This design comes from an exercise in tuning for small area, a short achievable clock period and few clock cycles per item on the open sky130 flow, not from production work. At most, simulation tests tie the RTL to the original design; equivalence was not proved. Power figures rest on the tool's default switching activity, not on a simulated workload.

== v10 ==
==> flow/design.v <==
package saw_pkg;
  localparam logic [1:0] MODE_RX   = 2'd0;
  localparam logic [1:0] MODE_ENQ  = 2'd1;
  localparam logic [1:0] MODE_TICK = 2'd2;
  localparam logic [1:0] SEND_NONE = 2'd0;
  localparam logic [1:0] SEND_ATOM = 2'd1;
  localparam logic [1:0] SEND_INIT = 2'd2;
  localparam logic CFG_INIT_CHAR  = 1'b0;
  localparam logic CFG_ERROR_CHAR = 1'b1;
  localparam int WORD_W  = 64;
  localparam int COUNT_W = 9;
  localparam logic [2:0] OP_NOP     = 3'd0;
  localparam logic [2:0] OP_RX_INIT = 3'd1;
  localparam logic [2:0] OP_RX_DATA = 3'd2;
  localparam logic [2:0] OP_ENQ     = 3'd3;
  localparam logic [2:0] OP_TICK    = 3'd4;
  typedef logic [2:0] op_kind_t;
  typedef struct packed {
    op_kind_t          kind;
    logic [7:0]        rx_byte;
    logic [WORD_W-1:0] message;
  } op_t;
  typedef struct packed {
    logic [1:0]         send_kind;
    logic [WORD_W-1:0]  atom;
    logic               acked;
    logic               enqueue_accepted;
    logic [COUNT_W-1:0] queue_count;
    logic               link_ready;
  } res_t;
endpackage
module stop_and_wait_echo_ack_sender_core #(
  parameter int MSG_BYTES   = 8,
  parameter int QUEUE_DEPTH = 8
) (
  input  logic        clk,
  input  logic        rst,
  input  logic        in_valid,
  output logic        in_stall,
  input  logic [1:0]  mode,
  input  logic [7:0]  rx_byte,
  input  logic [63:0] message,
  output logic        out_valid,
  input  logic        out_stall,
  output logic [1:0]  send_kind,
  output logic [63:0] atom,
  output logic        acked,
  output logic        enqueue_accepted,
  output logic [8:0]  queue_count,
  output logic        link_ready,
  input  logic        cfg_write,
  input  logic        cfg_index,
  input  logic [7:0]  cfg_data
);
  logic [7:0] init_char;
  logic [7:0] error_char;
  always_ff @(posedge clk) begin
    if (rst) begin
      init_char  <= 8'd0;
      error_char <= 8'd0;
    end else if (cfg_write) begin
      if (cfg_index) error_char <= cfg_data;
      else           init_char  <= cfg_data;
    end
  end
  logic [63:0] q [8];        
  logic [8:0]  fill_oh;      
  logic        pend;         
  logic        link_up;
  logic        ack_ok;       
  logic        have_lead;    
  logic [2:0]  idx;          
  logic [7:0]  lead;         
  logic        mm;           
  logic        mme;          
  logic        a_v;
  logic [1:0]  a_kind;
  logic        a_acked;
  logic        a_enq;
  logic        a_h0;         
  logic        a_h1;         
  logic [1:0]  o_kind;
  logic [63:0] o_atom;
  logic        o_acked;
  logic        o_enq;
  logic [3:0]  o_count;
  logic        o_link;
  logic go, b_adv;
  assign in_stall = out_stall;
  assign go       = in_valid & ~out_stall;
  assign b_adv    = ~(out_valid & out_stall);
  logic is_rx, is_init, rx_init, rx_data, is_enq, is_tick, enq_ok;
  assign is_rx   = (mode == 2'd0);
  assign is_init = (rx_byte == init_char);
  assign rx_init = is_rx & is_init;
  assign rx_data = is_rx & ~is_init & link_up;
  assign is_enq  = (mode == 2'd1);
  assign is_tick = (mode == 2'd2);
  assign enq_ok  = is_enq & ~fill_oh[8];
  logic nonempty, last, byte_ne, match, fin, send, deq;
  logic [7:0] hbyte;
  assign nonempty  = ~fill_oh[0];
  assign last      = have_lead & (idx == 3'd7);
  assign hbyte     = q[0][8*idx +: 8];
  assign byte_ne   = (rx_byte != hbyte);
  assign match     = nonempty & (lead != error_char) & ~mm & ~mme & (rx_byte == q[0][63:56]);
  assign fin       = rx_data & last;
  assign send      = fin ? (match ? ~(fill_oh[0] | fill_oh[1]) : nonempty)
                         : (is_tick & link_up & ack_ok & nonempty);
  assign deq       = go & fin & match;
  logic       shift;
  logic       pend_next;
  logic [7:0] tail;          
  logic [7:0] ld;
  logic [7:0] hold;
  logic [6:0] st;            
  assign shift     = pend & ~(go & is_enq & ~fill_oh[7]);
  assign pend_next = deq | (pend & ~shift);
  assign tail[0]   = ~pend & fill_oh[0];
  for (genvar i = 1; i < 7; i++) begin : g_tail
    assign tail[i] = pend ? fill_oh[i-1] : fill_oh[i];
  end
  assign tail[7] = pend ? (fill_oh[6] | fill_oh[7]) : fill_oh[7];
  for (genvar i = 0; i < 8; i++) begin : g_ld
    assign ld[i] = go & is_enq & tail[i];
  end
  for (genvar i = 0; i < 7; i++) begin : g_hold
    assign hold[i] = ~(shift | ld[i]);
  end
  assign hold[7] = ~ld[7];
  for (genvar k = 0; k < 7; k++) begin : g_st
    assign st[k] = go & rx_data & have_lead & fill_oh[0] & (idx == 3'(k));
  end
  logic [6:0] lane_ne;
  logic       mm_enq;
  for (genvar k = 0; k < 7; k++) begin : g_lane
    assign lane_ne[k] = (message[8*k +: 8] != q[7][8*k +: 8]) & (3'(k) < idx);
  end
  assign mm_enq = |lane_ne;
  for (genvar i = 0; i < 7; i++) begin : g_q
    always_ff @(posedge clk) begin
      q[i] <= ({64{shift}} & q[i+1]) | ({64{ld[i]}} & message) | ({64{hold[i]}} & q[i]);
    end
  end
  for (genvar k = 0; k < 8; k++) begin : g_q7
    if (k < 7) begin : g_st_lane
      always_ff @(posedge clk) begin
        q[7][8*k +: 8] <= ({8{ld[7]}} & message[8*k +: 8]) | ({8{st[k]}} & rx_byte)
                        | ({8{hold[7] & ~st[k]}} & q[7][8*k +: 8]);
      end
    end else begin : g_plain_lane
      always_ff @(posedge clk) begin
        q[7][8*k +: 8] <= ({8{ld[7]}} & message[8*k +: 8]) | ({8{hold[7]}} & q[7][8*k +: 8]);
      end
    end
  end
  always_ff @(posedge clk) begin
    if (go & rx_data & ~have_lead) begin
      lead <= rx_byte;
    end
    if (go & rx_data) begin
      if (~have_lead) mm <= 1'b0;
      else            mm <= mm | (nonempty & byte_ne);
    end
    if (go & rx_data & ~have_lead) begin
      mme <= 1'b0;
    end else if (go & is_enq & fill_oh[0]) begin
      mme <= mm_enq;
    end
  end
  always_ff @(posedge clk) begin
    if (rst) begin
      fill_oh   <= 9'd1;
      pend      <= 1'b0;
      link_up   <= 1'b0;
      ack_ok    <= 1'b0;
      have_lead <= 1'b0;
      idx       <= 3'd0;
    end else begin
      pend <= pend_next;
      if (deq) begin
        fill_oh <= fill_oh >> 1;
      end else if (go & enq_ok) begin
        fill_oh <= fill_oh << 1;
      end
      if (go & rx_init) begin
        link_up <= 1'b1;
        if (~link_up) ack_ok <= 1'b1;
      end else if (go & fin) begin
        if (send)        ack_ok <= 1'b0;
        else if (match)  ack_ok <= 1'b1;
      end else if (go & send) begin
        ack_ok <= 1'b0;
      end
      if (go & rx_data) begin
        have_lead <= ~last;
        if (have_lead) idx <= idx + 3'd1;
      end
    end
  end
  logic a_show;
  assign a_show = go ? send : (a_h0 | a_h1);
  always_ff @(posedge clk) begin
    if (rst) begin
      a_v <= 1'b0;
    end else if (go) begin
      a_v <= 1'b1;
    end else if (b_adv) begin
      a_v <= 1'b0;
    end
    if (go) begin
      a_kind  <= rx_init ? 2'd2 : send ? 2'd1 : 2'd0;
      a_acked <= fin & match;
      a_enq   <= enq_ok;
    end
    a_h0 <= a_show & ~pend_next;
    a_h1 <= a_show & pend_next;
  end
  logic [3:0] count;
  assign count = {fill_oh[8],
                  fill_oh[7] | fill_oh[6] | fill_oh[5] | fill_oh[4],
                  fill_oh[7] | fill_oh[6] | fill_oh[3] | fill_oh[2],
                  fill_oh[7] | fill_oh[5] | fill_oh[3] | fill_oh[1]};
  always_ff @(posedge clk) begin
    if (rst) begin
      out_valid <= 1'b0;
    end else if (b_adv) begin
      out_valid <= a_v;
    end
    if (b_adv) begin
      o_kind  <= a_kind;
      o_acked <= a_acked;
      o_enq   <= a_enq;
      o_count <= count;
      o_link  <= link_up;
    end
    o_atom <= ({64{b_adv & a_h0}} & q[0]) | ({64{b_adv & a_h1}} & q[1])
            | ({64{~b_adv}} & o_atom);
  end
  assign send_kind        = o_kind;
  assign atom             = o_atom;
  assign acked            = o_acked;
  assign enqueue_accepted = o_enq;
  assign queue_count      = {5'd0, o_count};
  assign link_ready       = o_link;
endmodule
Settings: LEC_CHECK=0, CAP_MARGIN=20, CORE_MARGIN=2, CORE_UTILIZATION=50, CTS_CLUSTER_DIAMETER=100, CTS_CLUSTER_SIZE=26, SETUP_SLACK_MARGIN=2.72, SLEW_MARGIN=50; clock period 5.0 ns.
standard.sh (not shown) runs the stock make flow with config.mk's settings and CLKGATE_MAP_FILE= SYNTH_SCRIPT=/design/flow/synth_recipe.tcl, a recipe that flattens the netlist after the stock synthesis.
==> flow/flow/run.sh <==
#!/bin/bash
# Standard layout, except that the delay cells (clkdlybuf4s*, dlygate*, dlymetal*)
# are don't-use after synthesis, so port buffers, repair and hold fixing use
# plain buffers. Synthesis is the standard one, unchanged.
set -euo pipefail
cd "$(dirname "$0")/.."
bash standard.sh synth > synth.log 2>&1
DU=$(make -s -C "$FLOW_HOME" DESIGN_CONFIG="$PWD/config.mk" WORK_HOME="$PWD/orfs" print-DONT_USE_CELLS 2>/dev/null | sed -n 's/^DONT_USE_CELLS: //p')
EXTRA=""
for c in clkdlybuf4s15_1 clkdlybuf4s15_2 clkdlybuf4s18_1 clkdlybuf4s18_2 clkdlybuf4s25_1 clkdlybuf4s25_2 \
         clkdlybuf4s50_1 clkdlybuf4s50_2 dlygate4sd1_1 dlygate4sd2_1 dlygate4sd3_1 \
         dlymetal6s2s_1 dlymetal6s4s_1 dlymetal6s6s_1; do
  EXTRA="$EXTRA sky130_fd_sc_hd__$c"
done
bash standard.sh "DONT_USE_CELLS=$DU$EXTRA" finish > layout.log 2>&1
v10: full flow OK, the timing, design-rule and antenna checks passed
Setup changes, v10 to v24
--- a/flow/design.v
+++ b/flow/design.v
@@ -129,7 +129,7 @@
   end
   assign hold[7] = ~ld[7];
   for (genvar k = 0; k < 7; k++) begin : g_st
-    assign st[k] = go & rx_data & have_lead & fill_oh[0] & (idx == 3'(k));
+    assign st[k] = fill_oh[0] & (idx == 3'(k));
   end
   logic [6:0] lane_ne;
   logic       mm_enq;
[summary]
Both conditions hold for v24: the flow ran to the end and the final layout passed the timing, design-rule and antenna checks.
v24: critical path arrival is 0.02 ns higher than what v10 reported.
From v10 to v24 the numbers moved as follows: routed wire length lost 11%, post-layout total power lost 0.12 mW, met3 track demand over resource lost 1.3 points, via count lost about 3.5%.
Compared with v10, v24 shows a lower fraction of power spent switching nets.
Per the comparison of v24 with v10, final area has decreased, layout filler cell count went up by 9.5%, post-route worst hold slack comparable.
Changes observed in v24 relative to v10: clock skew picked up an extra 0.013 ns, maximum frequency lost 0.0045 GHz.
Topmost layer with routed signal wires: met4 -> v24, met5 -> v10
Testbench counts of v24, summed over its fixed seeds: cycles 5,819, items 5,795.
Only the layout flow was run in v10; the RTL was not checked for function there.

separate check: timing with driven ports:
Ports are ideal in the flow. The routed layouts listed here were re-timed in OpenROAD.
Step 1 assumes that a clkbuf_16 drives the clock port and a buf_2 every other input.
Step 2, shift: input delay + t, output delay - t, t = (earliest + latest rising clock arrival at the registers) / 2. This alone moves slack from input paths to output paths.
Three values: ideal, step 1, step 2; two values: the first two.
run | t (ns) | setup slack, ns | worst data-port slew with drivers (ns)
v10 | 0.687 | 2.698 / 2.716 / 2.054 | 0.10
v24 | 0.674 | 2.674 / 2.693 / 2.025 | 0.09
After both steps setup and hold are still met in every run listed. For v24, which loses most, drivers alone change the setup slack by +0.019 ns; drivers and shift together by -0.649 ns.
